What follows belongs to an exercise in optimizing a design on an open flow for small area, a short achievable clock period and few clock cycles per item; a production flow would make more cautious choices. Only simulation tests tie the RTL to the original design; equivalence was not proved. Power is estimated from default activity; no workload was simulated.

[run.sh]
#!/bin/bash
# synth_recipe.tcl (not shown) runs the flow's synth.tcl, then flattens the netlist and writes it again
# the make line also repeats each setting of config.mk as NAME=value (left out here)
make -C /OpenROAD-flow-scripts/flow DESIGN_CONFIG=/design/flow/config.mk WORK_HOME=/design/flow/orfs CLKGATE_MAP_FILE= SYNTH_SCRIPT=/design/flow/synth_recipe.tcl finish
[constraint.sdc]
create_clock -name core_clock -period 7.0 [get_ports {aclk}]
set_input_delay 1.4000 -clock core_clock [delete_from_list [all_inputs] [get_ports {aclk}]]
set_output_delay 1.4000 -clock core_clock [all_outputs]
set_load 0.01 [all_outputs]
[design.v]
package psw_pkg;
    localparam int NUM_SENSORS_DEF = 16;
    localparam int WINDOW_LEN_DEF  = 6;
    localparam int SAMPLE_W = 16;
    localparam int SENSOR_W = 4;
    localparam int APB_ADDR_W = 3;
    localparam int APB_DATA_W = 32;
    localparam int REG_IDX_W  = APB_ADDR_W - 2;
    localparam logic [REG_IDX_W-1:0] REG_LEVEL_THRESHOLD = '0;
    localparam logic [SAMPLE_W-1:0]  THRESHOLD_RESET     = 16'd3840;
    localparam logic KIND_AVG    = 1'b0;
    localparam logic KIND_SAMPLE = 1'b1;
    typedef enum logic [2:0] {
        ST_IDLE,
        ST_WRITE,
        ST_SUM,
        ST_DIV,
        ST_AVG,
        ST_RD,
        ST_OUT
    } psw_state_t;
    typedef struct packed {
        logic s_ready;
        logic mem_we;
        logic sum_run;
        logic div_start;
        logic load_avg;
        logic load_win;
    } psw_ctrl_t;
endpackage
module psw_div (
    input  logic [18:0] v,
    input  logic        d3,
    input  logic        d5,
    output logic [15:0] quotient
);
    function automatic logic [2:0] add_mod3(input logic [2:0] a, input logic [2:0] b);
        logic [2:0] r;
        for (int k = 0; k < 3; k++) begin
            r[k] = 1'b0;
            for (int i = 0; i < 3; i++) begin
                r[k] = r[k] | (a[i] & b[(k - i + 3) % 3]);
            end
        end
        add_mod3 = r;
    endfunction
    function automatic logic [4:0] add_mod5(input logic [4:0] a, input logic [4:0] b);
        logic [4:0] r;
        for (int k = 0; k < 5; k++) begin
            r[k] = 1'b0;
            for (int i = 0; i < 5; i++) begin
                r[k] = r[k] | (a[i] & b[(k - i + 5) % 5]);
            end
        end
        add_mod5 = r;
    endfunction
    function automatic logic [17:0] div3(input logic [17:0] x);
        logic [29:0] rs;
        logic [29:0] nx;
        logic [2:0]  r;
        logic [1:0]  d;
        logic [17:0] q;
        for (int i = 0; i < 10; i++) begin
            if (i < 9) begin
                d = x[2*i +: 2];
                rs[3*i +: 3] = {d == 2'd2, d == 2'd1, (d == 2'd0) || (d == 2'd3)};
            end else begin
                rs[3*i +: 3] = 3'b001;
            end
        end
        for (int s = 1; s < 16; s = s * 2) begin
            for (int i = 0; i < 10; i++) begin
                if (i + s < 10) begin
                    nx[3*i +: 3] = add_mod3(rs[3*i +: 3], rs[3*(i+s) +: 3]);
                end else begin
                    nx[3*i +: 3] = rs[3*i +: 3];
                end
            end
            rs = nx;
        end
        for (int i = 0; i < 9; i++) begin
            r = rs[3*(i+1) +: 3];
            d = x[2*i +: 2];
            q[2*i+1] = r[2] | (r[1] & d[1]);
            q[2*i]   = (r[0] & d[1] & d[0]) | (r[1] & !d[1]) | (r[2] & (d[1] | d[0]));
        end
        div3 = q;
    endfunction
    function automatic logic [15:0] div5(input logic [18:0] x);
        logic [19:0] xe;
        logic [29:0] rs;
        logic [29:0] nx;
        logic [4:0]  r;
        logic [3:0]  d;
        logic [3:0]  qd;
        logic [19:0] q;
        xe = {1'b0, x};
        for (int i = 0; i < 6; i++) begin
            rs[5*i +: 5] = 5'b00001;
            if (i < 5) begin
                d = xe[4*i +: 4];
                for (int v = 0; v < 16; v++) begin
                    if (d == 4'(v)) begin
                        rs[5*i +: 5] = 5'(1 << (v % 5));
                    end
                end
            end
        end
        for (int s = 1; s < 8; s = s * 2) begin
            for (int i = 0; i < 6; i++) begin
                if (i + s < 6) begin
                    nx[5*i +: 5] = add_mod5(rs[5*i +: 5], rs[5*(i+s) +: 5]);
                end else begin
                    nx[5*i +: 5] = rs[5*i +: 5];
                end
            end
            rs = nx;
        end
        for (int i = 0; i < 5; i++) begin
            r = rs[5*(i+1) +: 5];
            d = xe[4*i +: 4];
            qd = 4'd0;
            for (int k = 0; k < 5; k++) begin
                for (int v = 0; v < 16; v++) begin
                    if (r[k] && (d == 4'(v))) begin
                        qd = qd | 4'((16 * k + v) / 5);
                    end
                end
            end
            q[4*i +: 4] = qd;
        end
        div5 = q[15:0];
    endfunction
    logic [17:0] q3;
    logic [15:0] q5;
    assign q3 = div3(v[17:0]);
    assign q5 = div5(v);
    assign quotient = d5 ? q5 : (d3 ? q3[15:0] : v[15:0]);
endmodule
module per_sensor_window_average_threshold_top #(
    parameter int NUM_SENSORS = psw_pkg::NUM_SENSORS_DEF,
    parameter int WINDOW_LEN  = psw_pkg::WINDOW_LEN_DEF
) (
    input  logic                            aclk,
    input  logic                            aresetn,
    input  logic                            s_valid,
    output logic                            s_ready,
    input  logic [psw_pkg::SENSOR_W-1:0]    s_sensor_id,
    input  logic [psw_pkg::SAMPLE_W-1:0]    s_sample,
    output logic                            m_valid,
    input  logic                            m_ready,
    output logic [psw_pkg::SENSOR_W-1:0]    m_report_sensor,
    output logic                            m_report_kind,
    output logic [psw_pkg::SAMPLE_W-1:0]    m_value,
    output logic                            m_last,
    input  logic                            psel,
    input  logic                            penable,
    input  logic                            pwrite,
    input  logic [psw_pkg::APB_ADDR_W-1:0]  paddr,
    input  logic [psw_pkg::APB_DATA_W-1:0]  pwdata,
    output logic [psw_pkg::APB_DATA_W-1:0]  prdata,
    output logic                            pready
);
    localparam int SAMPLE_W = psw_pkg::SAMPLE_W;
    localparam int SENSOR_W = psw_pkg::SENSOR_W;
    localparam int CNT_W    = 3;
    localparam int SUM_W    = 19;
    localparam int ROW_W    = (WINDOW_LEN - 1) * SAMPLE_W;
    localparam int WIN_W    = WINDOW_LEN * SAMPLE_W;
    logic [SAMPLE_W-1:0] thr_reg;
    logic                cfg_sel;
    logic                cfg_wr;
    assign pready  = 1'b1;
    assign cfg_sel = (paddr[psw_pkg::APB_ADDR_W-1:2] == psw_pkg::REG_LEVEL_THRESHOLD);
    assign cfg_wr  = psel && penable && pwrite && cfg_sel;
    assign prdata  = cfg_sel ? psw_pkg::APB_DATA_W'(thr_reg) : '0;
    always_ff @(posedge aclk) begin
        if (!aresetn) begin
            thr_reg <= psw_pkg::THRESHOLD_RESET;
        end else if (cfg_wr) begin
            thr_reg <= pwdata[SAMPLE_W-1:0];
        end
    end
    logic i_valid, r_valid, s_valid_reg, k_valid;
    logic s_below, s_last;
    logic push, s_done, s_free, r_free, i_free, take, adv;
    assign push    = s_valid_reg && !k_valid;
    assign s_done  = push && (s_below || s_last);
    assign s_free  = !s_valid_reg || s_done;
    assign r_free  = !r_valid || s_free;
    assign adv     = i_valid && r_free;
    assign i_free  = !i_valid || r_free;
    assign s_ready = i_free;
    assign take    = s_valid && i_free;
    logic [SENSOR_W-1:0] i_sid;
    logic [SAMPLE_W-1:0] i_sample;
    always_ff @(posedge aclk) begin
        if (!aresetn) begin
            i_valid <= 1'b0;
        end else if (i_free) begin
            i_valid <= s_valid;
        end
    end
    always_ff @(posedge aclk) begin
        if (take) begin
            i_sid    <= s_sensor_id;
            i_sample <= s_sample;
        end
    end
    logic [ROW_W-1:0]    win_mem  [NUM_SENSORS];
    logic [CNT_W-1:0]    fill_reg [NUM_SENSORS];
    logic [ROW_W-1:0]    in_row;
    logic [CNT_W-1:0]    in_fill;
    logic [CNT_W-1:0]    in_n;
    logic [WIN_W-1:0]    in_win;
    assign in_row  = win_mem[i_sid];
    assign in_fill = fill_reg[i_sid];
    assign in_n    = (in_fill == CNT_W'(WINDOW_LEN)) ? in_fill : in_fill + 1'b1;
    for (genvar i = 0; i < NUM_SENSORS; i++) begin : g_row
        always_ff @(posedge aclk) begin
            if (adv && (i_sid == SENSOR_W'(i))) begin
                win_mem[i] <= {win_mem[i][ROW_W-SAMPLE_W-1:0], i_sample};
            end
        end
    end
    always_ff @(posedge aclk) begin
        if (!aresetn) begin
            for (int i = 0; i < NUM_SENSORS; i++) begin
                fill_reg[i] <= '0;
            end
        end else if (adv) begin
            fill_reg[i_sid] <= in_n;
        end
    end
    always_comb begin
        in_win = {in_row, i_sample};
        for (int k = 1; k < WINDOW_LEN; k++) begin
            if (in_fill < CNT_W'(k)) begin
                in_win[k*SAMPLE_W +: SAMPLE_W] = '0;
            end
        end
    end
    function automatic logic [2*SUM_W-1:0] csa(input logic [SUM_W-1:0] a,
                                                input logic [SUM_W-1:0] b,
                                                input logic [SUM_W-1:0] c);
        logic [SUM_W-1:0] sv, cv;
        sv = a ^ b ^ c;
        cv = {(a[SUM_W-2:0] & b[SUM_W-2:0]) | (a[SUM_W-2:0] & c[SUM_W-2:0]) |
              (b[SUM_W-2:0] & c[SUM_W-2:0]), 1'b0};
        csa = {sv, cv};
    endfunction
    logic [SUM_W-1:0] w [WINDOW_LEN];
    logic [SUM_W-1:0] a1_s, a1_c, a2_s, a2_c, a3_s, a3_c;
    always_comb begin
        for (int k = 0; k < WINDOW_LEN; k++) begin
            w[k] = SUM_W'(in_win[k*SAMPLE_W +: SAMPLE_W]);
        end
    end
    assign {a1_s, a1_c} = csa(w[1], w[2], w[3]);
    assign {a2_s, a2_c} = csa(w[4], w[5], w[0]);
    assign {a3_s, a3_c} = csa(a1_s, a1_c, a2_s);
    logic [SUM_W-1:0] thr_x1, thr_x3, thr_x5, in_thr_n;
    assign thr_x1 = SUM_W'(thr_reg);
    assign thr_x3 = thr_x1 + (thr_x1 << 1);
    assign thr_x5 = thr_x1 + (thr_x1 << 2);
    always_comb begin
        case (in_n)
            3'd1:    in_thr_n = thr_x1;
            3'd2:    in_thr_n = thr_x1 << 1;
            3'd3:    in_thr_n = thr_x3;
            3'd4:    in_thr_n = thr_x1 << 2;
            3'd5:    in_thr_n = thr_x5;
            default: in_thr_n = thr_x3 << 1;
        endcase
    end
    logic [WIN_W-1:0]    r_win;
    logic [SUM_W-1:0]    r_p, r_q, r_r, r_t;
    logic [CNT_W-1:0]    r_n;
    logic [SENSOR_W-1:0] r_sid;
    always_ff @(posedge aclk) begin
        if (!aresetn) begin
            r_valid <= 1'b0;
        end else if (r_free) begin
            r_valid <= i_valid;
        end
    end
    always_ff @(posedge aclk) begin
        if (adv) begin
            r_win <= in_win;
            r_p   <= a3_s;
            r_q   <= a3_c;
            r_r   <= a2_c;
            r_t   <= ~in_thr_n;
            r_n   <= in_n;
            r_sid <= i_sid;
        end
    end
    logic [SUM_W-1:0] x, y, r_sum, r_v;
    logic [SUM_W:0]   u, v, cmp;
    logic             r_below;
    assign {x, y} = csa(r_p, r_q, r_r);
    assign r_sum  = x + y;
    always_comb begin
        u   = {1'b0, x ^ y ^ r_t};
        v   = {(x & y) | (x & r_t) | (y & r_t), 1'b0};
        cmp = u + v + 1'b1;
    end
    assign r_below = !cmp[SUM_W];
    always_comb begin
        case (r_n)
            3'd2, 3'd6: r_v = r_sum >> 1;
            3'd4:       r_v = r_sum >> 2;
            default:    r_v = r_sum;
        endcase
    end
    logic [WIN_W-1:0]    s_win;
    logic [SUM_W-1:0]    s_v;
    logic                s_d3, s_d5;
    logic [CNT_W-1:0]    s_e;
    logic [SENSOR_W-1:0] s_sid;
    always_ff @(posedge aclk) begin
        if (!aresetn) begin
            s_valid_reg <= 1'b0;
        end else if (s_free) begin
            s_valid_reg <= r_valid;
        end
    end
    always_ff @(posedge aclk) begin
        if (s_free && r_valid) begin
            s_win   <= r_win;
            s_v     <= r_v;
            s_d3    <= (r_n == 3'd3) || (r_n == 3'd6);
            s_d5    <= (r_n == 3'd5);
            s_sid   <= r_sid;
            s_below <= r_below;
            s_e     <= r_n - 1'b1;
            s_last  <= (r_n == 3'd1);
        end else if (push) begin
            s_e     <= s_e - 1'b1;
            s_last  <= (s_e == 3'd1);
        end
    end
    logic [SAMPLE_W-1:0] avg;
    logic [SAMPLE_W-1:0] p_value;
    logic                p_kind;
    logic                p_last;
    psw_div u_div (
        .v        (s_v),
        .d3       (s_d3),
        .d5       (s_d5),
        .quotient (avg)
    );
    assign p_kind  = s_below ? psw_pkg::KIND_AVG : psw_pkg::KIND_SAMPLE;
    assign p_value = s_below ? avg : s_win[s_e*SAMPLE_W +: SAMPLE_W];
    assign p_last  = s_below || s_last;
    logic                m_valid_reg;
    logic [SENSOR_W-1:0] m_sensor_reg;
    logic                m_kind_reg;
    logic [SAMPLE_W-1:0] m_value_reg;
    logic                m_last_reg;
    logic [SENSOR_W-1:0] k_sensor;
    logic                k_kind;
    logic [SAMPLE_W-1:0] k_value;
    logic                k_last;
    logic                head_free;
    assign head_free = !m_valid_reg || m_ready;
    always_ff @(posedge aclk) begin
        if (!aresetn) begin
            m_valid_reg <= 1'b0;
            k_valid     <= 1'b0;
        end else if (head_free) begin
            m_valid_reg <= k_valid || push;
            k_valid     <= 1'b0;
        end else if (push) begin
            k_valid     <= 1'b1;
        end
    end
    always_ff @(posedge aclk) begin
        if (head_free) begin
            if (k_valid) begin
                m_sensor_reg <= k_sensor;
                m_kind_reg   <= k_kind;
                m_value_reg  <= k_value;
                m_last_reg   <= k_last;
            end else if (push) begin
                m_sensor_reg <= s_sid;
                m_kind_reg   <= p_kind;
                m_value_reg  <= p_value;
                m_last_reg   <= p_last;
            end
        end
    end
    always_ff @(posedge aclk) begin
        if (push && !head_free) begin
            k_sensor <= s_sid;
            k_kind   <= p_kind;
            k_value  <= p_value;
            k_last   <= p_last;
        end
    end
    assign m_valid         = m_valid_reg;
    assign m_report_sensor = m_sensor_reg;
    assign m_report_kind   = m_kind_reg;
    assign m_value         = m_value_reg;
    assign m_last          = m_last_reg;
endmodule
[config.mk]
export PLATFORM = sky130hd
export DESIGN_NAME = per_sensor_window_average_threshold_top
export DESIGN_NICKNAME = per_sensor_window_average_threshold_top
export VERILOG_FILES = /design/flow/design.v
export SDC_FILE = /design/flow/constraint.sdc
export NUM_CORES = 4
export LEC_CHECK = 0
export ABC_CLOCK_PERIOD_IN_PS = 3000
export CAP_MARGIN = 20
export CORE_MARGIN = 2
export CORE_UTILIZATION = 40
export SETUP_SLACK_MARGIN = 3.5
export SLEW_MARGIN = 20
==> summary.md, run 1 <==
The flow ran to the end and the layout has no timing, DRC or antenna violations. The root buffer cell was clkbuf_16. The via-per-instance ratio came out at 6.10. The signal on the critical path passes through buf_6, ha_4, buf_6, a22o_1, a31oi_1, or3_4, buf_6, o22ai_1, nor3_4, buf_6, buf_4, o22ai_1, or3_4, o2bb2ai_2, nor4_2, o22ai_2, mux2_2. The startpoint-to-endpoint class of the critical path was register to register. The run gives 7,772 as the count of non-filler cells in the finished layout. The initial antenna violation count was 11. TritonCTS built the clock tree.

The run gives 45,200 as the number of global-route vias before repair. Of all nets on the critical path, the largest fanout is 7. Setup slack on the critical path of the routed design comes to 3.08 ns. The detail route stage leaves a number of antenna-violating nets equal to 0. Setup violations remaining at the end of the flow were counted as 0. For the worst-skew pair, the clock arrives at the later sink with an insertion delay of 0.83 ns.

The depth of the CTS H-tree is 4. The die covers 182,000 um^2. The most numerous cell in the Yosys netlist is edfxtp_1.

The y dimension of the die works out to 427 um. The proportion of register bits with asynchronous set or reset after synthesis was 0. Post-detailed-placement half-perimeter wirelength: 118 mm. The setup TNS is 0 ns, and the total via count in the routed design is 47,400. The run gives 0 as the final hold violation count.

Setup repair after global routing could not meet its margin everywhere. For the mapped cell area, the log shows 71,500 um^2. For the number of detailed-route iterations in the first pass, the log shows 10. The run gives 0.414 ns as the worst hold slack. Number of synthesis warnings: 4.

The max-slew violation count was 0. For this design the static power due to leakage is 30.4 nW. The die is 427 um wide. The worst path needs 3.92 ns of the cycle, external delays included. The first global-routing pass estimated 324 mm of wire.

TritonCTS created 174 clock buffers. For this run, the post-layout net count is 5,526. The run gives 172 as the largest net degree at the start of global routing.

At the pin with the least slew margin, the transition time is 1.11 ns. The tools report the synthesized instance count as 4,717. The share of Yosys cell area claimed by the top area cell type was 0.710; the number of violations reported at the end of detailed-routing iteration 0 was 7,279. Port buffering added 83 buffers. The commonest cells after synthesis are 1,689 x edfxtp_1, 474 x a22oi_1, 309 x nor2_1.

The maximum VDD drop was 0.000193 V; the flip-flop count of the largest register after layout was 1,280. STA classifies the critical path startpoint as a register. The run gives 235 mm as the final wirelength. The tools report the global routing usage summed across all routing layers as 0.247. The number of placed instances, taps included, is 6,998. Among all stages on the critical path, the largest delay is contributed by edfxtp_1. The tools report the part of the Yosys area used for sequential elements as 0.717. The type of destination of the critical path is a register.

The cell with the most instances on the worst path was buf_6. In the final routed layout, each cell accounts on average for 30.2 um. For this run, the top clock speed supported by timing is 0.255 GHz.

Effective utilization at floorplan: 0.401. For this design the ratio of total power to cell area is 300 nW/um^2. The layout cell share with drive strength beyond 1 came out at 0.238. The post-route fraction of the period consumed by the critical path works out to 0.560. In the post-synthesis netlist, the biggest area contributors are edfxtp_1 71%, a22oi_1 5.0%, fa_1 2.3%, ha_1 1.9%, nor2_1 1.6%.

The number of buffer and inverter instances along the worst setup path is 5. For the clock net sink count, the log shows 1,714. In the final layout, the registers with the most flip-flops are win_mem (1280), r_win (96), s_win (96).

The worst hold path belongs to the class register to register. The number of rows created at floorplan was 155; the number of different library cells in the post-synthesis netlist was 105. The aggregate global routing overflow was 0. At the placement stage, the worst setup path has a slack of 2.00 ns. The post-synthesis register bit count was 1,714. The layout filler cell count came out at 14,500.

Of all cell types, the one taking the most synthesized area is edfxtp_1. Across the routed clock network, the largest skew measured is 0.0303 ns. The longest clock path from root to sink contains 3 buffers. The synthesized design contains 1,689 enable-type register cells. The run gives 178,000 um^2 as the placeable core region.

The total design power came out at 26.7 mW. In the synthesized netlist the dominant register cell turns out to be edfxtp_1. The tool flagged a number of max-cap violations equal to 0.

The post-route DRC violation count was 0. The average cell area after synthesis was 15.2 um^2. For the worst setup path, the data required time is 7.57 ns. The number of placed I/O pins came out at 119.

The register with the highest flop count was win_mem. The weighted congestion reported at the end of routability-driven placement was 0.873; the relative area change from synthesis to final layout was 24.5%. After clock tree synthesis, the clock-pin slew on the worst setup and hold paths is 0.07 ns. Normalized max-slew margin: 0.254.

Grouping stages by cell kind, the critical path spends the most delay in simple AND/OR/NAND/NOR gates. The critical path data arrival time came out at 4.49 ns. The delay contributed by the slowest stage of the critical path was 0.49 ns.
-- cell type report --
class | count | area [um^2] | share of cell area
clock buffers | 218 | 4570 | 0.0514
flip-flops and latches | 1714 | 51200 | 0.576
inverters | 230 | 902 | 0.0101
diodes | 6 | 15.0 | 0.000169
well taps | 2355 | 2950 | 0.0331
multi-input cells | 2516 | 20500 | 0.230
repair buffers | 635 | 7930 | 0.0891
repair inverters | 1 | 7.51 | 0.0000844
clock inverters | 97 | 897 | 0.0101
-- what timing repair did --
action | in CTS | in global routing
setup buffers | 292 | 91
setup endpoints to repair | 191 | 102
resized for setup | 485 | 206
hold buffers | 0 | 0
pin swaps | 153 | 120
gates cloned | 51 | 17
-- final timing paths --
path              slack (ns)  cells past startpoint      start             end
setup reg to reg        3.08                     17     s_v[9]  m_value_reg[0]
hold / removal          0.41                      0  r_win[44]       s_win[44]
setup / recovery        3.08                     17     s_v[9]  m_value_reg[0]
hold reg to reg         0.41                      0  r_win[44]       s_win[44]
-- layout by cell type (no fill, tap or decap), drive strengths merged, types with 96 or more instances in the layout --
| cell | instances |
|---|---|
| edfxtp | 1689 |
| buf | 527 |
| a22oi | 474 |
| nor2 | 313 |
| clkbuf | 235 |
| inv | 235 |
| a21oi | 195 |
| nand2 | 192 |
| o21ai | 116 |
| ha | 111 |
| nand4 | 101 |
| o22ai | 96 |
-- metrics by stage --
| stage | area [um^2] | util |
|---|---|---|
| 3_5_place_dp | 75600 | 0.425 |
| 5_1_grt | 89000 | 0.500 |
| 6_report | 89000 | 0.500 |
| 3_3_place_gp | 75500 | 0.424 |
| 4_1_cts | 86900 | 0.488 |
| 2_1_floorplan | 71600 | - |
-- layer usage --
layer	track usage	vias up	wire, um
li1	-	19800	-
met1	0.327	23800	89200
met2	0.400	3152	109000
met3	0.0431	650	23500
met4	0.109	8	13200
met5	0	-	80
-- report_power, final --
group | switching [mW] | internal [mW]
Sequential | 0.162 | 11.5
Combinational | 3.23 | 2.65
Clock | 3.98 | 5.09
Total | 7.37 | 19.3
-- cells by family after synthesis --
| kind of cell | Yosys count | synth area share |
|---|---|---|
| flops | 1714 | 0.717 |
| compound gates | 1242 | 0.125 |
| simple gates | 939 | 0.0649 |
| buf+inv | 507 | 0.0295 |
| fa+ha+maj | 192 | 0.0421 |
| mux | 77 | 0.0166 |
| xor+xnor | 44 | 0.00550 |
| other cells | 2 | 0.000105 |
Testbench counts, summed over its fixed seeds: cycles 7,578, items 3,200.
==> run 2, diff against run 1 <==
--- a/config.mk
+++ b/config.mk
@@ -8,6 +8,7 @@
 export ABC_CLOCK_PERIOD_IN_PS = 3000
 export CAP_MARGIN = 20
 export CORE_MARGIN = 2
-export CORE_UTILIZATION = 40
+export CORE_UTILIZATION = 55
+export CTS_BUF_LIST = sky130_fd_sc_hd__clkbuf_8
 export SETUP_SLACK_MARGIN = 3.5
 export SLEW_MARGIN = 20
==> summary.md, run 2 <==
The flow ran to the end and the layout has no timing, DRC or antenna violations. Walking the worst path, the cells encountered are buf_4, ha_4, buf_4, a22oi_1, o21ai_0, a222oi_1, buf_4, nor2_1, nor3_1, o22ai_1, a2111oi_0, nor3_4, mux2_4. The longest clock path from root to sink contains 4 buffers. Hold repair after CTS inserted 0 buffers.

Setup repair after global routing could not meet its margin everywhere. The tree is rooted in a clkbuf_8. Max-cap violations in this run came to 0. Detailed placement finished with a half-perimeter wire length of 119 mm.

The share of Yosys cell area claimed by the top area cell type is 0.710. The largest registers in the layout are win_mem (1280), r_win (96), s_win (96). Dividing the detail-routed wire length by the instance count gives 31.2 um. Buffers inserted during clock tree synthesis total 291. Dividing total power by cell area gives a power density of 297 nW/um^2. The run gives 4 as the number of synthesis warnings.

By count the netlist is led by 1,689 x edfxtp_1, 474 x a22oi_1, 309 x nor2_1. The logs give 0.242 for the normalized max-slew margin and 132 for the number of rows created at floorplan. The layout cell share with drive strength beyond 1 works out to 0.238. The via-per-instance ratio came out at 6.51. TritonCTS built the clock tree. In this run the remaining antenna-violating nets after routing total 0. The first global-routing pass estimated 310 mm of wire. The cell taking the most area after synthesis was edfxtp_1.

The startpoint-to-endpoint class of the critical path is register to register. The effective utilization at floorplan came out at 0.553. The maximum VDD drop is 0.000221 V, and the initial antenna violation count is 11. A synthesized cell averages 15.2 um^2. The part of the Yosys area used for sequential elements was 0.717. The largest net degree at the start of global routing came out at 151.

In this design, the critical path's most frequently occurring cell is buf_4. The slowest stage of the critical path belongs to the cell a2111oi_0. Routability-driven placement finished with a final weighted congestion of 0.883. The register clock-pin slew on the reported worst setup and hold paths is 0.06 ns, and the post-synthesis register bit count is 1,714. Minimum period implied by the final worst setup slack: 4.09 ns.

Type of the most critical hold path: register to register. Max-slew violation count: 0. The static leakage power is 29.8 nW, and the number of port buffers is 83.

Leaving out fill and tap cells, the most frequent cell in the layout is edfxtp_1. Yosys mapped the design onto 105 distinct sky130hd cell types. win_mem holds more flip-flops than any other register. Yosys mapped a number of flops with a built-in enable equal to 1,689. The post-route fraction of the period consumed by the critical path is 0.584.

The number of violations reported at the end of detailed-routing iteration 0 was 6,412; the number of buffer and inverter instances along the worst setup path was 3. The width of the die is 364 um, and the clock net sink count is 1,714. Number of global-route vias before repair: 45,500.

The pre-antenna-repair detailed-routing pass consisted of 9 iterations. By area the synthesized netlist is led by edfxtp_1 71%, a22oi_1 5.0%, fa_1 2.3%, ha_1 1.9%, nor2_1 1.6%. The critical path data arrival time came out at 4.83 ns. Along the worst path, the maximum fanout reaches 11. The register with the most flip-flops in the layout has 1,280 of them.

The final hold violation count was 0. In the post-synthesis netlist, the cell with the most instances is edfxtp_1. The proportion of register bits with asynchronous set or reset after synthesis was 0; the aggregate global routing overflow was 0.

The logs give 7.74 ns for the endpoint required time on the critical path and 129,000 um^2 for the placeable core region. The floorplan step set the die height to 364 um. After detailed routing, the number of remaining DRC violations is 0. Relative area change from synthesis to final layout: 20.5%. The kind of cell with the highest combined delay along the critical path is compound AO/OA/AOI/OAI gates. The number of placed I/O pins is 119, and the total die area is 133,000 um^2. The setup TNS was 0 ns.

The worst setup path is captured at a register. The global routing usage summed across all routing layers came out at 0.325. Setup violations remaining at the end of the flow were counted as 0. The routed layout has 46,900 vias. The largest single stage delay on the critical path is 0.83 ns. The clock reaches the later pin of the worst-skew pair after 1.03 ns.

The most used flip-flop cell after synthesis is edfxtp_1. Between clock sinks in the finished design, the worst skew comes to 0.0766 ns. The worst setup path is launched from a register.

The routed design has 225 mm of wire. The logs give 4,717 for the synthesized instance count and 0.666 for the final standard cell utilization of the core. The net count of the finished layout is 5,532. At the pin with the least slew margin, the transition time is 1.13 ns. After synthesis the cells add up to 71,500 um^2.

The run gives 0.245 GHz as the highest attainable clock frequency. The layout filler cell count came out at 9,037. Leaving out fill and tap cells, the most frequent cells in the layout are 1,689 x edfxtp_1, 462 x a22oi_1, 297 x clkbuf_8. The tools report the depth of the CTS H-tree as 5.
-- run 2: cell counts after synthesis --
Identical to the previous run, type by type.
-- run 2: layer usage --
layer	vias to the layer above	routed length, um	GRT usage
li1	19800	-	-
met1	23600	87200	0.446
met2	3019	104000	0.509
met3	533	23600	0.0755
met4	4	9410	0.124
met5	-	27	0
-- run 2: report_power, final --
part	leakage [nW]	switching, mW	total, mW	internal (mW)
clock	2.94	3.83	8.02	4.19
combinational	11.3	3.25	5.80	2.56
sequential	15.6	0.180	11.7	11.6
-- run 2: path summary, 6_finish.rpt --
path	startpoint	end	slack, ns	cells past startpoint
worst min register to register	r_win[13]	s_win[13]	0.38	0
worst max-delay path	s_v[8]	m_value_reg[4]	2.91	13
worst max register to register	s_v[8]	m_value_reg[4]	2.91	13
worst min-delay path	r_win[13]	s_win[13]	0.38	0
-- run 2: kinds of logic (layout without fill, tap and decap cells) --
| logic type | after synthesis | count (layout) | share of synthesized area |
|---|---|---|---|
| flip-flops | 1714 | 1714 | 0.717 |
| AND/OR/NAND/NOR | 939 | 941 | 0.0649 |
| AO/OA/AOI/OAI | 1242 | 1244 | 0.125 |
| XOR/XNOR | 44 | 44 | 0.00550 |
| adder cells (fa/ha/maj) | 192 | 192 | 0.0421 |
| multiplexers | 77 | 78 | 0.0166 |
| buffers and inverters | 507 | 1228 | 0.0295 |
| other | 2 | 21 | 0.000105 |
-- run 2: area by class of cell --
class / instances / area (um^2) / area share
flip-flops and latches: 1714 / 51300 / 0.595
repair buffers: 525 / 6120 / 0.0710
multi-input cells: 2516 / 20700 / 0.240
clock buffers: 297 / 4090 / 0.0475
inverters: 230 / 890 / 0.0103
clock inverters: 176 / 915 / 0.0106
well taps: 1742 / 2180 / 0.0253
diodes: 4 / 10.0 / 0.000116
-- run 2: per-stage QoR --
stage | hold slack [ns] | cell area (um^2) | worst slack, ns | instances | total power [mW]
floorplan | 0.400 | 71600 | 1.95 | 4732 | 14.6
global placement | 0.400 | 74600 | 1.84 | 6387 | 15.7
detailed placement | 0.405 | 74700 | 1.82 | 6388 | 15.8
CTS | 0.379 | 84200 | 3.15 | 7094 | 25.0
global route | 0.395 | 86100 | 2.76 | 7202 | 26.5
finish | 0.383 | 86100 | 2.91 | 7204 | 25.6
-- run 2: repair_timing --
action | 4_1_cts | 5_1_grt
setup buffers | 202 | 84
cloned | 31 | 20
gates resized for setup | 531 | 165
pin swaps | 147 | 97
endpoints found under the setup margin | 722 | 249
==> run 3, diff against run 2 <==
--- a/design.v
+++ b/design.v
@@ -55,22 +55,28 @@
         add_mod5 = r;
     endfunction
     function automatic logic [17:0] div3(input logic [17:0] x);
-        logic [29:0] rs;
-        logic [29:0] nx;
+        logic [19:0] xe;
+        logic [17:0] rs;
+        logic [17:0] nx;
         logic [2:0]  r;
-        logic [1:0]  d;
-        logic [17:0] q;
-        for (int i = 0; i < 10; i++) begin
-            if (i < 9) begin
-                d = x[2*i +: 2];
-                rs[3*i +: 3] = {d == 2'd2, d == 2'd1, (d == 2'd0) || (d == 2'd3)};
-            end else begin
-                rs[3*i +: 3] = 3'b001;
+        logic [3:0]  d;
+        logic [3:0]  qd;
+        logic [19:0] q;
+        xe = {2'b00, x};
+        for (int i = 0; i < 6; i++) begin
+            rs[3*i +: 3] = 3'b001;
+            if (i < 5) begin
+                d = xe[4*i +: 4];
+                for (int v = 0; v < 16; v++) begin
+                    if (d == 4'(v)) begin
+                        rs[3*i +: 3] = 3'(1 << (v % 3));
+                    end
+                end
             end
         end
-        for (int s = 1; s < 16; s = s * 2) begin
-            for (int i = 0; i < 10; i++) begin
-                if (i + s < 10) begin
+        for (int s = 1; s < 8; s = s * 2) begin
+            for (int i = 0; i < 6; i++) begin
+                if (i + s < 6) begin
                     nx[3*i +: 3] = add_mod3(rs[3*i +: 3], rs[3*(i+s) +: 3]);
                 end else begin
                     nx[3*i +: 3] = rs[3*i +: 3];
@@ -78,13 +84,20 @@
             end
             rs = nx;
         end
-        for (int i = 0; i < 9; i++) begin
+        for (int i = 0; i < 5; i++) begin
             r = rs[3*(i+1) +: 3];
-            d = x[2*i +: 2];
-            q[2*i+1] = r[2] | (r[1] & d[1]);
-            q[2*i]   = (r[0] & d[1] & d[0]) | (r[1] & !d[1]) | (r[2] & (d[1] | d[0]));
+            d = xe[4*i +: 4];
+            qd = 4'd0;
+            for (int k = 0; k < 3; k++) begin
+                for (int v = 0; v < 16; v++) begin
+                    if (r[k] && (d == 4'(v))) begin
+                        qd = qd | 4'((16 * k + v) / 3);
+                    end
+                end
+            end
+            q[4*i +: 4] = qd;
         end
-        div3 = q;
+        div3 = q[17:0];
     endfunction
     function automatic logic [15:0] div5(input logic [18:0] x);
         logic [19:0] xe;
@@ -168,12 +181,13 @@
     localparam int ROW_W    = (WINDOW_LEN - 1) * SAMPLE_W;
     localparam int WIN_W    = WINDOW_LEN * SAMPLE_W;
     logic [SAMPLE_W-1:0] thr_reg;
+    logic [SAMPLE_W-1:0] prdata_reg;
     logic                cfg_sel;
     logic                cfg_wr;
     assign pready  = 1'b1;
     assign cfg_sel = (paddr[psw_pkg::APB_ADDR_W-1:2] == psw_pkg::REG_LEVEL_THRESHOLD);
     assign cfg_wr  = psel && penable && pwrite && cfg_sel;
-    assign prdata  = cfg_sel ? psw_pkg::APB_DATA_W'(thr_reg) : '0;
+    assign prdata  = psw_pkg::APB_DATA_W'(prdata_reg);
     always_ff @(posedge aclk) begin
         if (!aresetn) begin
             thr_reg <= psw_pkg::THRESHOLD_RESET;
@@ -181,7 +195,18 @@
             thr_reg <= pwdata[SAMPLE_W-1:0];
         end
     end
-    logic i_valid, r_valid, s_valid_reg, k_valid;
+    always_ff @(posedge aclk) begin
+        if (!cfg_sel) begin
+            prdata_reg <= '0;
+        end else if (!aresetn) begin
+            prdata_reg <= psw_pkg::THRESHOLD_RESET;
+        end else if (cfg_wr) begin
+            prdata_reg <= pwdata[SAMPLE_W-1:0];
+        end else begin
+            prdata_reg <= thr_reg;
+        end
+    end
+    logic i_valid, j_valid, r_valid, s_valid_reg, k_valid;
     logic s_below, s_last;
     logic push, s_done, s_free, r_free, i_free, take, adv;
     assign push    = s_valid_reg && !k_valid;
@@ -190,21 +215,43 @@
     assign r_free  = !r_valid || s_free;
     assign adv     = i_valid && r_free;
     assign i_free  = !i_valid || r_free;
-    assign s_ready = i_free;
-    assign take    = s_valid && i_free;
-    logic [SENSOR_W-1:0] i_sid;
-    logic [SAMPLE_W-1:0] i_sample;
+    assign s_ready = !j_valid;
+    assign take    = s_valid && !j_valid;
+    logic [SENSOR_W-1:0]    i_sid, j_sid;
+    logic [SAMPLE_W-1:0]    i_sample, j_sample;
+    logic [NUM_SENSORS-1:0] i_sel;
+    function automatic logic [NUM_SENSORS-1:0] onehot(input logic [SENSOR_W-1:0] id);
+        onehot = '0;
+        onehot[id] = 1'b1;
+    endfunction
     always_ff @(posedge aclk) begin
         if (!aresetn) begin
             i_valid <= 1'b0;
+            j_valid <= 1'b0;
         end else if (i_free) begin
-            i_valid <= s_valid;
+            i_valid <= j_valid || s_valid;
+            j_valid <= 1'b0;
+        end else if (take) begin
+            j_valid <= 1'b1;
         end
     end
     always_ff @(posedge aclk) begin
-        if (take) begin
-            i_sid    <= s_sensor_id;
-            i_sample <= s_sample;
+        if (i_free) begin
+            if (j_valid) begin
+                i_sid    <= j_sid;
+                i_sel    <= onehot(j_sid);
+                i_sample <= j_sample;
+            end else if (take) begin
+                i_sid    <= s_sensor_id;
+                i_sel    <= onehot(s_sensor_id);
+                i_sample <= s_sample;
+            end
+        end
+    end
+    always_ff @(posedge aclk) begin
+        if (take && !i_free) begin
+            j_sid    <= s_sensor_id;
+            j_sample <= s_sample;
         end
     end
     logic [ROW_W-1:0]    win_mem  [NUM_SENSORS];
@@ -213,23 +260,27 @@
     logic [CNT_W-1:0]    in_fill;
     logic [CNT_W-1:0]    in_n;
     logic [WIN_W-1:0]    in_win;
-    assign in_row  = win_mem[i_sid];
-    assign in_fill = fill_reg[i_sid];
-    assign in_n    = (in_fill == CNT_W'(WINDOW_LEN)) ? in_fill : in_fill + 1'b1;
+    always_comb begin
+        in_row  = '0;
+        in_fill = '0;
+        for (int i = 0; i < NUM_SENSORS; i++) begin
+            in_row  = in_row  | (win_mem[i]  & {ROW_W{i_sel[i]}});
+            in_fill = in_fill | (fill_reg[i] & {CNT_W{i_sel[i]}});
+        end
+    end
+    assign in_n = (in_fill == CNT_W'(WINDOW_LEN)) ? in_fill : in_fill + 1'b1;
     for (genvar i = 0; i < NUM_SENSORS; i++) begin : g_row
         always_ff @(posedge aclk) begin
-            if (adv && (i_sid == SENSOR_W'(i))) begin
+            if (adv && i_sel[i]) begin
                 win_mem[i] <= {win_mem[i][ROW_W-SAMPLE_W-1:0], i_sample};
             end
         end
-    end
-    always_ff @(posedge aclk) begin
-        if (!aresetn) begin
-            for (int i = 0; i < NUM_SENSORS; i++) begin
+        always_ff @(posedge aclk) begin
+            if (!aresetn) begin
                 fill_reg[i] <= '0;
+            end else if (adv && i_sel[i]) begin
+                fill_reg[i] <= in_n;
             end
-        end else if (adv) begin
-            fill_reg[i_sid] <= in_n;
         end
     end
     always_comb begin
@@ -295,17 +346,45 @@
             r_sid <= i_sid;
         end
     end
+    function automatic logic [SUM_W:0] ks_carry(input logic [SUM_W:0] g_in,
+                                                input logic [SUM_W:0] p_in);
+        logic [SUM_W:0] g, p, gn, pn;
+        g = g_in;
+        p = p_in;
+        for (int s = 1; s <= SUM_W; s = s * 2) begin
+            for (int i = 0; i <= SUM_W; i++) begin
+                if (i >= s) begin
+                    gn[i] = g[i] | (p[i] & g[i-s]);
+                    pn[i] = p[i] & p[i-s];
+                end else begin
+                    gn[i] = g[i];
+                    pn[i] = p[i];
+                end
+            end
+            g = gn;
+            p = pn;
+        end
+        ks_carry = g;
+    endfunction
     logic [SUM_W-1:0] x, y, r_sum, r_v;
-    logic [SUM_W:0]   u, v, cmp;
+    logic [SUM_W:0]   u, v, cg, cp, cc, sg, sp, sc;
     logic             r_below;
     assign {x, y} = csa(r_p, r_q, r_r);
-    assign r_sum  = x + y;
     always_comb begin
-        u   = {1'b0, x ^ y ^ r_t};
-        v   = {(x & y) | (x & r_t) | (y & r_t), 1'b0};
-        cmp = u + v + 1'b1;
+        sg = {1'b0, x & y};
+        sp = {1'b0, x ^ y};
+        sc = ks_carry(sg, sp);
+    end
+    assign r_sum = sp[SUM_W-1:0] ^ {sc[SUM_W-2:0], 1'b0};
+    always_comb begin
+        u  = {1'b0, x ^ y ^ r_t};
+        v  = {(x & y) | (x & r_t) | (y & r_t), 1'b0};
+        cg = u & v;
+        cp = u ^ v;
+        cg[0] = cg[0] | cp[0];
+        cc = ks_carry(cg, cp);
     end
-    assign r_below = !cmp[SUM_W];
+    assign r_below = !(cp[SUM_W] ^ cc[SUM_W-1]);
     always_comb begin
         case (r_n)
             3'd2, 3'd6: r_v = r_sum >> 1;
--- a/config.mk
+++ b/config.mk
@@ -8,7 +8,6 @@
 export ABC_CLOCK_PERIOD_IN_PS = 3000
 export CAP_MARGIN = 20
 export CORE_MARGIN = 2
-export CORE_UTILIZATION = 55
-export CTS_BUF_LIST = sky130_fd_sc_hd__clkbuf_8
+export CORE_UTILIZATION = 40
 export SETUP_SLACK_MARGIN = 3.5
 export SLEW_MARGIN = 20
==> summary.md, run 3 <==
The post-route DRC violation count is 0, and the normalized max-slew margin is 0.240. Number of buffer and inverter instances along the worst setup path: 0. At the end of routability-driven placement, the weighted congestion stood at 0.857. The tools report the largest net degree at the start of global routing as 74. Width of the die: 430 um. TritonCTS built the clock tree.

The number of endpoints failing setup at the final stage came out at 0. Power comes to 33.5 mW. The run gives 0.238 as the global routing usage summed across all routing layers. In the synthesized netlist the dominant register cell turns out to be edfxtp_1. Total die area: 185,000 um^2. The logs give 44,800 for the number of global-route vias before repair and 0 for the max-slew violation count.

The power per cell area is 387 nW/um^2. In this run the worst setup path begins at r_p[2]. The per-cell routed wire length was 30.2 um. The root buffer cell was clkbuf_16. Summing all multi-input logic gate instances after layout gives 20,300 um^2.

The run finished with no timing, DRC or antenna violations. The share of Yosys cell area claimed by the top area cell type was 0.695; the relative area change from synthesis to final layout was 19.6%. Mapped cell area: 72,400 um^2. The tools report the worst reg2reg path endpoint as s_v[16]. The post-synthesis register bit count is 1,763. In this run, the number of DRC markers left after iteration 0 of detailed routing was 6,504.

The run gives 13 as the initial antenna violation count. The register with the most flip-flops in the layout has 1,280 of them. Startpoint-to-endpoint class of the critical path: register to register.

For the number of different library cells in the post-synthesis netlist, the log shows 100. Yosys printed 5 warnings. The critical-path cell with the highest stage delay was fa_1. The highest attainable clock frequency is 0.263 GHz, and the via-per-instance ratio is 6.09. The logs give 3.20 ns for the setup slack on the worst flop-to-flop path and 0.0356 ns for the worst setup skew after layout. The layout cell share with drive strength beyond 1 was 0.200. The sequential cell area is 52,100 um^2, and the minimum period implied by the final worst setup slack is 3.80 ns.

The post-detailed-placement half-perimeter wirelength was 115 mm. In this run, synthesis inferred 1,677 flip-flops with an integrated enable. Counting buffers and inverters, the worst setup path is 14 cells deep. The later pin in the worst-skew pair is clocked with a latency of 0.83 ns.

The top cell types in the final layout, fill and taps aside, are 1,677 x edfxtp_1, 460 x a22oi_1, 245 x buf_4. Synthesis produced a netlist whose cell count is 4,730. By count the netlist is led by 1,677 x edfxtp_1, 467 x a22oi_1, 238 x nand2_1.

In this design, the critical path's most frequently occurring cell is a21oi_2. edfxtp_1 is the most common cell in the netlist. edfxtp_1 takes more of the synthesized area than any other cell. The tools report the destination of the critical timing path as s_v[16]. The cell family contributing the most delay on the critical path is compound AO/OA/AOI/OAI gates. Summing all placed instances gives a cell area of 75,800 um^2. The run gives 170 as the TritonCTS buffer count. Worst hold slack: 0.412 ns.

Ranked by total cell area, the synthesized netlist is headed by edfxtp_1 70%, a22oi_1 4.8%, dfxtp_1 2.4%, fa_1 2.2%, a221oi_1 1.6%. The run gives 0 as the number of routed nets with antenna violations. The effective utilization at floorplan came out at 0.402. After clock tree synthesis, the clock-pin slew on the worst setup and hold paths is 0.06 ns. For this block, the routed nets add up to 230 mm of wire. The logs give 0 for the final hold violation count and 0.000243 V for the maximum VDD drop.

The first global-routing pass estimated 318 mm of wire. In this run the worst path has a maximum fanout of 3. For the final routed database, the setup TNS stands at 0 ns. The aggregate global routing overflow was 0; the transition time at the pin with the least slew margin was 1.14 ns. Across the run, the number of max-cap violations was 0.

CTS built an H-tree with a depth of 4. Setup repair after global routing could not meet its margin everywhere. The maximum root-to-sink buffer count is 3, and the number of port buffers is 83.

Counting flops per register, the top entry is win_mem. Once routing completed, OpenROAD measured the worst setup slack at 3.20 ns. The logs give 86,600 um^2 for the area of all placed cells without fillers and 29.7 nW for the static leakage power. The worst register-to-register path begins at r_p[2]. The endpoint required time on the critical path is 7.56 ns, and the final layout net count is 5,334. Data arrives at the worst endpoint at 4.35 ns. The part of the Yosys area used for sequential elements is 0.719, and the number of rows created at floorplan is 156. Delay contributed by the slowest stage of the critical path: 0.54 ns. The commonest non-fill, non-tap cell in the layout was edfxtp_1. In this run the worst hold path is classified as register to register. The run gives 0 as the number of hold buffers added after CTS. The largest registers in the layout are win_mem (1280), r_win (96), s_win (96). The post-route fraction of the period consumed by the critical path works out to 0.543.

The layout filler cell count was 15,100. The kind of launch point of the worst setup path is a register. The total via count in the routed design came out at 46,400. The proportion of register bits with asynchronous set or reset after synthesis works out to 0. Traced cell by cell, the critical path runs through fa_1, ha_2, fa_2, a21o_1, a21oi_2, o21bai_1, a21oi_2, o21bai_2, a21oi_2, o21ai_2, o41a_1, xor2_1, and2_1, a221o_1.

A synthesized cell averages 15.3 um^2. The number of cells on the worst reg-to-reg path is 14. Before CTS, the worst setup slack after placement is 2.01 ns.

Counting every sink on the clock net gives 1,763. The run gives 180,000 um^2 as the placeable core region. Y dimension of the die: 430 um. For this design the top-level I/O count stands at 119.

Type of destination of the critical path: a register. For the number of detailed-route iterations in the first pass, the log shows 9.
## run 3: cell families (layout without fill, tap and decap cells)
| group | Yosys count | in the layout | share of synthesized area |
|---|---|---|---|
| XOR/XNOR | 60 | 60 | 0.00757 |
| flip-flops | 1763 | 1763 | 0.719 |
| multiplexers | 115 | 115 | 0.0194 |
| buffers and inverters | 507 | 967 | 0.0285 |
| adder cells (fa/ha/maj) | 166 | 166 | 0.0370 |
| other | 2 | 20 | 0.000104 |
| AND/OR/NAND/NOR | 854 | 883 | 0.0581 |
| AO/OA/AOI/OAI | 1263 | 1269 | 0.130 |
## run 3: how the worst min path moves through the flow
stage	slack, ns	from	depth (start not counted)	end
finish	0.41	r_win[62]	0	s_win[62]
global route	0.42	r_win[94]	0	s_win[94]
CTS	0.41	r_win[95]	0	s_win[95]
detailed placement	0.40	i_sid[2]	0	r_sid[2]
global placement	0.40	r_win[54]	0	s_win[54]
floorplan	0.40	i_sid[0]	0	r_sid[0]
## run 3: stage by stage
| step | utilization | cells |
|---|---|---|
| after floorplan | - | 4745 |
| after global placement | 0.420 | 6980 |
| after detailed placement | 0.420 | 6980 |
| after CTS | 0.468 | 7479 |
| after global routing | 0.480 | 7610 |
| final | 0.480 | 7613 |
## run 3: timing repair
item	CTS	global route
gates cloned	50	17
gates resized for setup	240	288
pin swaps	97	126
setup buffers	144	113
hold endpoints to repair	0	0
setup endpoints to repair	823	870
## run 3: worst reg2reg max path: cells and delay by family, from the launching register on
kind	cells	cell delay [ns]
xor+xnor	1	0.20
fa+ha+maj	3	1.09
flops	1	0.40
simple gates	1	0.16
compound gates	9	1.69
## run 3: cell type report
class / instances / share of cell area
antenna: 3 / 0.0000867
clock inverter: 84 / 0.00957
clock buffer: 221 / 0.0524
timing repair buffer: 459 / 0.0596
inverter: 203 / 0.00907
sequential: 1763 / 0.601
multi-input combinational: 2510 / 0.234
tap: 2370 / 0.0342
## run 3: per-layer routing
| layer | vias up | track usage | wire length [um] |
|---|---|---|---|
| met5 | - | 0 | 99 |
| met4 | 14 | 0.108 | 12500 |
| met3 | 590 | 0.0513 | 24300 |
| met2 | 2952 | 0.376 | 105000 |
| met1 | 23300 | 0.315 | 87700 |
| li1 | 19500 | - | - |
## run 3: report_power, final
part           switching [mW]  internal, mW
Combinational            6.86          4.88
Clock                    3.94          5.03
Sequential              0.332          12.5
Testbench counts of run 3, summed over its fixed seeds: cycles 7,578, items 3,200.
==> run 4, diff against run 3 <==
--- a/design.v
+++ b/design.v
@@ -32,6 +32,8 @@
     input  logic [18:0] v,
     input  logic        d3,
     input  logic        d5,
+    output logic [15:0] q3,
+    output logic [15:0] q5,
     output logic [15:0] quotient
 );
     function automatic logic [2:0] add_mod3(input logic [2:0] a, input logic [2:0] b);
@@ -144,11 +146,11 @@
         end
         div5 = q[15:0];
     endfunction
-    logic [17:0] q3;
-    logic [15:0] q5;
-    assign q3 = div3(v[17:0]);
-    assign q5 = div5(v);
-    assign quotient = d5 ? q5 : (d3 ? q3[15:0] : v[15:0]);
+    logic [17:0] q3_full;
+    assign q3_full  = div3(v[17:0]);
+    assign q3       = q3_full[15:0];
+    assign q5       = div5(v);
+    assign quotient = d5 ? q5 : (d3 ? q3 : v[15:0]);
 endmodule
 module per_sensor_window_average_threshold_top #(
     parameter int NUM_SENSORS = psw_pkg::NUM_SENSORS_DEF,
@@ -254,21 +256,21 @@
             j_sample <= s_sample;
         end
     end
-    logic [ROW_W-1:0]    win_mem  [NUM_SENSORS];
-    logic [CNT_W-1:0]    fill_reg [NUM_SENSORS];
+    logic [ROW_W-1:0]    win_mem    [NUM_SENSORS];
+    logic [CNT_W-1:0]    next_n_reg [NUM_SENSORS];
     logic [ROW_W-1:0]    in_row;
-    logic [CNT_W-1:0]    in_fill;
     logic [CNT_W-1:0]    in_n;
+    logic [CNT_W-1:0]    in_n_after;
     logic [WIN_W-1:0]    in_win;
     always_comb begin
-        in_row  = '0;
-        in_fill = '0;
+        in_row = '0;
+        in_n   = '0;
         for (int i = 0; i < NUM_SENSORS; i++) begin
-            in_row  = in_row  | (win_mem[i]  & {ROW_W{i_sel[i]}});
-            in_fill = in_fill | (fill_reg[i] & {CNT_W{i_sel[i]}});
+            in_row = in_row | (win_mem[i]    & {ROW_W{i_sel[i]}});
+            in_n   = in_n   | (next_n_reg[i] & {CNT_W{i_sel[i]}});
         end
     end
-    assign in_n = (in_fill == CNT_W'(WINDOW_LEN)) ? in_fill : in_fill + 1'b1;
+    assign in_n_after = (in_n == CNT_W'(WINDOW_LEN)) ? in_n : in_n + 1'b1;
     for (genvar i = 0; i < NUM_SENSORS; i++) begin : g_row
         always_ff @(posedge aclk) begin
             if (adv && i_sel[i]) begin
@@ -277,16 +279,16 @@
         end
         always_ff @(posedge aclk) begin
             if (!aresetn) begin
-                fill_reg[i] <= '0;
+                next_n_reg[i] <= CNT_W'(1);
             end else if (adv && i_sel[i]) begin
-                fill_reg[i] <= in_n;
+                next_n_reg[i] <= in_n_after;
             end
         end
     end
     always_comb begin
         in_win = {in_row, i_sample};
         for (int k = 1; k < WINDOW_LEN; k++) begin
-            if (in_fill < CNT_W'(k)) begin
+            if (in_n <= CNT_W'(k)) begin
                 in_win[k*SAMPLE_W +: SAMPLE_W] = '0;
             end
         end
@@ -310,22 +312,8 @@
     assign {a1_s, a1_c} = csa(w[1], w[2], w[3]);
     assign {a2_s, a2_c} = csa(w[4], w[5], w[0]);
     assign {a3_s, a3_c} = csa(a1_s, a1_c, a2_s);
-    logic [SUM_W-1:0] thr_x1, thr_x3, thr_x5, in_thr_n;
-    assign thr_x1 = SUM_W'(thr_reg);
-    assign thr_x3 = thr_x1 + (thr_x1 << 1);
-    assign thr_x5 = thr_x1 + (thr_x1 << 2);
-    always_comb begin
-        case (in_n)
-            3'd1:    in_thr_n = thr_x1;
-            3'd2:    in_thr_n = thr_x1 << 1;
-            3'd3:    in_thr_n = thr_x3;
-            3'd4:    in_thr_n = thr_x1 << 2;
-            3'd5:    in_thr_n = thr_x5;
-            default: in_thr_n = thr_x3 << 1;
-        endcase
-    end
     logic [WIN_W-1:0]    r_win;
-    logic [SUM_W-1:0]    r_p, r_q, r_r, r_t;
+    logic [SUM_W-1:0]    r_p, r_q, r_r;
     logic [CNT_W-1:0]    r_n;
     logic [SENSOR_W-1:0] r_sid;
     always_ff @(posedge aclk) begin
@@ -341,7 +329,6 @@
             r_p   <= a3_s;
             r_q   <= a3_c;
             r_r   <= a2_c;
-            r_t   <= ~in_thr_n;
             r_n   <= in_n;
             r_sid <= i_sid;
         end
@@ -366,6 +353,20 @@
         end
         ks_carry = g;
     endfunction
+    logic [SUM_W-1:0] thr_x1, thr_x3, thr_x5, r_thr_n;
+    assign thr_x1 = SUM_W'(thr_reg);
+    assign thr_x3 = thr_x1 + (thr_x1 << 1);
+    assign thr_x5 = thr_x1 + (thr_x1 << 2);
+    always_comb begin
+        case (r_n)
+            3'd1:    r_thr_n = thr_x1;
+            3'd2:    r_thr_n = thr_x1 << 1;
+            3'd3:    r_thr_n = thr_x3;
+            3'd4:    r_thr_n = thr_x1 << 2;
+            3'd5:    r_thr_n = thr_x5;
+            default: r_thr_n = thr_x3 << 1;
+        endcase
+    end
     logic [SUM_W-1:0] x, y, r_sum, r_v;
     logic [SUM_W:0]   u, v, cg, cp, cc, sg, sp, sc;
     logic             r_below;
@@ -377,8 +378,8 @@
     end
     assign r_sum = sp[SUM_W-1:0] ^ {sc[SUM_W-2:0], 1'b0};
     always_comb begin
-        u  = {1'b0, x ^ y ^ r_t};
-        v  = {(x & y) | (x & r_t) | (y & r_t), 1'b0};
+        u  = {1'b0, x ^ y ^ ~r_thr_n};
+        v  = {(x & y) | (x & ~r_thr_n) | (y & ~r_thr_n), 1'b0};
         cg = u & v;
         cp = u ^ v;
         cg[0] = cg[0] | cp[0];
@@ -427,11 +428,25 @@
         .v        (s_v),
         .d3       (s_d3),
         .d5       (s_d5),
+        .q3       (q3),
+        .q5       (q5),
         .quotient (avg)
     );
     assign p_kind  = s_below ? psw_pkg::KIND_AVG : psw_pkg::KIND_SAMPLE;
     assign p_value = s_below ? avg : s_win[s_e*SAMPLE_W +: SAMPLE_W];
     assign p_last  = s_below || s_last;
+    logic [SAMPLE_W-1:0] q3, q5, m_value_next;
+    logic                sel_k, sel_q3, sel_q5, sel_v, sel_w;
+    assign sel_k  = k_valid;
+    assign sel_q3 = !k_valid && s_below && s_d3;
+    assign sel_q5 = !k_valid && s_below && s_d5;
+    assign sel_v  = !k_valid && s_below && !s_d3 && !s_d5;
+    assign sel_w  = !k_valid && !s_below;
+    assign m_value_next = ({SAMPLE_W{sel_k}}  & k_value) |
+                          ({SAMPLE_W{sel_q3}} & q3) |
+                          ({SAMPLE_W{sel_q5}} & q5) |
+                          ({SAMPLE_W{sel_v}}  & s_v[SAMPLE_W-1:0]) |
+                          ({SAMPLE_W{sel_w}}  & s_win[s_e*SAMPLE_W +: SAMPLE_W]);
     logic                m_valid_reg;
     logic [SENSOR_W-1:0] m_sensor_reg;
     logic                m_kind_reg;
@@ -459,12 +474,12 @@
             if (k_valid) begin
                 m_sensor_reg <= k_sensor;
                 m_kind_reg   <= k_kind;
-                m_value_reg  <= k_value;
+                m_value_reg  <= m_value_next;
                 m_last_reg   <= k_last;
             end else if (push) begin
                 m_sensor_reg <= s_sid;
                 m_kind_reg   <= p_kind;
-                m_value_reg  <= p_value;
+                m_value_reg  <= m_value_next;
                 m_last_reg   <= p_last;
             end
         end
--- a/config.mk
+++ b/config.mk
@@ -5,9 +5,9 @@
 export SDC_FILE = /design/flow/constraint.sdc
 export NUM_CORES = 4
 export LEC_CHECK = 0
-export ABC_CLOCK_PERIOD_IN_PS = 3000
+export ABC_CLOCK_PERIOD_IN_PS = 2000
 export CAP_MARGIN = 20
 export CORE_MARGIN = 2
-export CORE_UTILIZATION = 40
-export SETUP_SLACK_MARGIN = 3.5
+export CORE_UTILIZATION = 55
+export SETUP_SLACK_MARGIN = 3.7
 export SLEW_MARGIN = 20
==> summary.md, run 4 <==
The flow ran to the end and the layout has no timing, DRC or antenna violations. Tracing the worst setup path back leads to its startpoint at thr_reg[0]. Measured along the y axis, the die boundary spans 368 um. The average cell area after synthesis was 15.0 um^2. The tools report the type of destination of the critical path as a register. The tree is rooted in a clkbuf_16. The kind of launch point of the worst setup path is a register. For this design, the slowest cell found on the critical path is fa_1.

The run gives 0.325 as the global routing usage summed across all routing layers. Data arrives at the worst endpoint at 5.02 ns. The number of different library cells in the post-synthesis netlist came out at 98. The H-tree was split into 4 levels. For this design the top-level I/O count stands at 119. The region available for standard cell placement spans 131,000 um^2.

The number of antenna diodes in the final layout is 0. After floorplanning, the core was divided into 133 placement rows. The delay contributed by the slowest stage of the critical path was 0.44 ns. TritonCTS built the clock tree. Per-cell routed wire length: 31.4 um. Before antenna repair, the detailed router went through 6 iterations. The floorplan step set the die width to 368 um. The min-delay analysis places its worst path in the category register to register. The logs give 0.553 for the effective utilization at floorplan and 0.404 ns for the worst hold slack. The tools report the maximum root-to-sink buffer count as 3. The critical path goes through ha_2, fa_2, a21o_1, a21o_1, a21oi_2, o21ai_0, o211ai_1, a31oi_2, o21a_1, o21ai_1, nand2_1, a221o_1, o22ai_2, fa_1, ha_1, nand2_1, a21oi_1, a221o_1, a31oi_1.

The layout cell share with drive strength beyond 1 is 0.200, and the first-pass GRT wire length is 318 mm. edfxtp_1 is the most common cell in the netlist. The clock network latency to the later pin of the worst-skew pair is 0.81 ns, and the largest net degree at the start of global routing is 83. Flip-flop count of the largest register after layout: 1,280. In this run the remaining antenna-violating nets after routing total 0. Counting I/O delays and the setup requirement, the final critical path takes 4.37 ns.

The most instantiated flip-flop cell in the synthesis netlist is edfxtp_1. Setup repair after global routing could not meet its margin everywhere. The part of the Yosys area used for sequential elements is 0.708.

The normalized max-slew margin is 0.236. Leaving out fill and tap cells, the most frequent cells in the layout are 1,658 x edfxtp_1, 319 x a22oi_1, 289 x nand2_1. VDD sags by at most 0.000305 V.

Share of Yosys cell area claimed by the top area cell type: 0.684. The transition time at the pin with the least slew margin is 1.13 ns, and the max-slew violation count is 0. The startpoint of the worst register-to-register path was thr_reg[0].

The final layout contains 5,429 nets. Summed over all failing endpoints, the final setup total negative slack is 0 ns. The number of hold buffers added after CTS was 0; the weighted congestion reported at the end of routability-driven placement was 0.913. During synthesis, Yosys emitted a total of 5 warnings. The tools report the total via count in the routed design as 47,300. The startpoint-to-endpoint class of the critical path is register to register. After synthesis, the cell types taking the most area are edfxtp_1 68%, a22oi_1 3.4%, a221oi_1 2.5%, a22o_1 2.4%, dfxtp_1 2.4%.

The post-detailed-placement half-perimeter wirelength is 128 mm, and the register clock-pin slew on the reported worst setup and hold paths is 0.06 ns. Setup violations remaining at the end of the flow were counted as 0. The run gives 45,600 as the number of global-route vias before repair. The largest driver fanout on the critical path is 4, and the post-synthesis register bit count is 1,744. The number of port buffers was 83; the endpoint required time on the critical path was 7.65 ns. The run gives 175 as the TritonCTS buffer count. Aggregate global routing overflow: 0.

For this block, the routed nets add up to 223 mm of wire. The library cell used most frequently in the layout, excluding fill and tap cells, is edfxtp_1. Using the TritonRoute via totals, the vias-per-cell ratio works out to 6.67. The logs give 2 for the initial antenna violation count and 0 for the post-route DRC violation count. For the mapped cell area, the log shows 72,800 um^2. In the final layout, the registers with the most flip-flops are win_mem (1280), r_win (96), s_win (96).

The commonest cells after synthesis are 1,658 x edfxtp_1, 328 x a22oi_1, 299 x nand2_1. The final hold violation count came out at 0. Dividing total power by cell area gives a power density of 334 nW/um^2. The proportion of register bits with asynchronous set or reset after synthesis works out to 0. The number of violations reported at the end of detailed-routing iteration 0 was 6,396. The clock net sink count is 1,744, and the relative area change from synthesis to final layout is 18.8%.

The worst hold path begins at r_win[74]. The tools report the max-cap check violation count as 0. The highest attainable clock frequency was 0.229 GHz. Worst setup skew after layout: 0.0264 ns. The tools report the synthesized instance count as 4,855. The number of flops mapped to enable cells by yosys is 1,658. The cell taking the most area after synthesis was edfxtp_1. In this run the static leakage power is 29.5 nW. Register with the highest flop count: win_mem. The post-route fraction of the period consumed by the critical path was 0.624; the total die area was 135,000 um^2.
-- run 4: changes by cell type after synthesis, sizes merged, moves of 18 or more --
cell / change
a21boi: +49
nand2: +60
or2: -21
nand4: -42
edfxtp: -19
o21ai: +23
a31oi: +44
a22oi: -140
a22o: +78
nor2b: +18
a221oi: +75
and3: +19
-- run 4: worst paths after layout --
kind                            cells after the start  slack [ns]        end
worst max-delay path                               19        2.63    s_below
worst min-delay path                                0        0.40  s_win[74]
worst max register to register                     19        2.63    s_below
worst min register to register                      0        0.40  s_win[74]
-- run 4: repair_timing --
item / in CTS / in global routing
gates cloned: 21 / 2
pin swaps: 150 / 83
endpoints found under the setup margin: 1336 / 775
gates resized for setup: 513 / 165
setup buffers: 179 / 56
-- run 4: cells by family (layout without fill, tap and decap cells) --
logic type               Yosys count  in the layout  share of synthesized area
other                              2             17                   0.000103
multiplexers                      83             83                     0.0150
adder cells (fa/ha/maj)          166            166                     0.0369
XOR/XNOR                          57             57                    0.00712
AO/OA/AOI/OAI                   1405           1407                      0.145
buffers and inverters            511            978                     0.0285
AND/OR/NAND/NOR                  887            887                     0.0591
flip-flops                      1744           1744                      0.708
-- run 4: final cells by class --
class	instances	area, um^2
flip-flops and latches	1744	51500
fillers	9307	45000
multi-input cells	2617	21500
repair buffers	460	5040
clock buffers	233	4680
well taps	1755	2200
inverters	197	860
clock inverters	82	611
repair inverters	6	42.5
-- run 4: worst max-delay path, delay by kind of cell (launching register included) --
| family | cells | cell delay [ns] |
|---|---|---|
| and+or+nand+nor | 2 | 0.15 |
| AOI/OAI and AO/OA | 13 | 2.37 |
| DFF | 1 | 0.37 |
| adders and majority gates | 4 | 1.31 |
-- run 4: metrics by stage --
| stage | utilization | cell area (um^2) | setup WS, ns | total power, mW | cells |
|---|---|---|---|---|---|
| 2_1_floorplan | - | 73100 | 2.81 | 16.2 | 4870 |
| 3_3_place_gp | 0.577 | 75900 | 1.75 | 18.0 | 6521 |
| 3_5_place_dp | 0.577 | 75900 | 1.73 | 18.1 | 6521 |
| 4_1_cts | 0.649 | 85300 | 2.66 | 28.3 | 7036 |
| 5_1_grt | 0.658 | 86500 | 2.40 | 29.9 | 7094 |
| 6_report | 0.658 | 86500 | 2.63 | 28.9 | 7094 |
-- run 4: where the power goes --
part	leakage [nW]	total, mW	internal [mW]	switching [mW]
registers	15.9	12.2	11.9	0.229
logic	11.0	7.94	3.28	4.66
clock network	2.59	8.83	4.95	3.88
total	29.5	28.9	20.1	8.77
-- run 4: per-layer routing --
layer | GRT usage | vias to the layer above | part of all wire
met4 | 0.118 | 0 | 0.037
met3 | 0.0651 | 459 | 0.095
li1 | - | 20100 | -
met5 | 0 | - | 0
met1 | 0.461 | 24000 | 0.41
met2 | 0.504 | 2746 | 0.46
Testbench counts of run 4, summed over its fixed seeds: cycles 7,578, items 3,200.

-- static timing again, ports no longer ideal --
Ports are ideal in the flow. The routed layouts listed here were re-timed in OpenROAD. Step 1 sets driving cells, clkbuf_16 on the clock port and buf_2 on the other inputs (assumed; they add their load-dependent delay and slew). Step 2, shift: input delay + t, output delay - t, t = (earliest + latest rising clock arrival at the registers) / 2. This alone moves slack from input paths to output paths. Slacks: ideal ports / drivers / drivers and shift; pairs: ideal ports / drivers.
| run | t, ns | setup WS [ns] | worst setup path at the end | worst slew at a driven data input, ns |
|---|---|---|---|---|
| run 1 | 0.891 | 3.079 / 3.079 / 2.828 | input to register | 0.04 |
| run 2 | 1.065 | 2.914 / 2.914 / 2.914 | register to register | 0.06 |
| run 3 | 0.905 | 3.201 / 3.201 / 3.201 | register to register | 0.05 |
| run 4 | 0.877 | 2.633 / 2.633 / 2.633 | register to register | 0.06 |
After both steps every run listed still meets setup and hold. For run 1, which loses most, drivers alone change the setup slack by 0.000 ns; drivers and shift together by -0.251 ns.
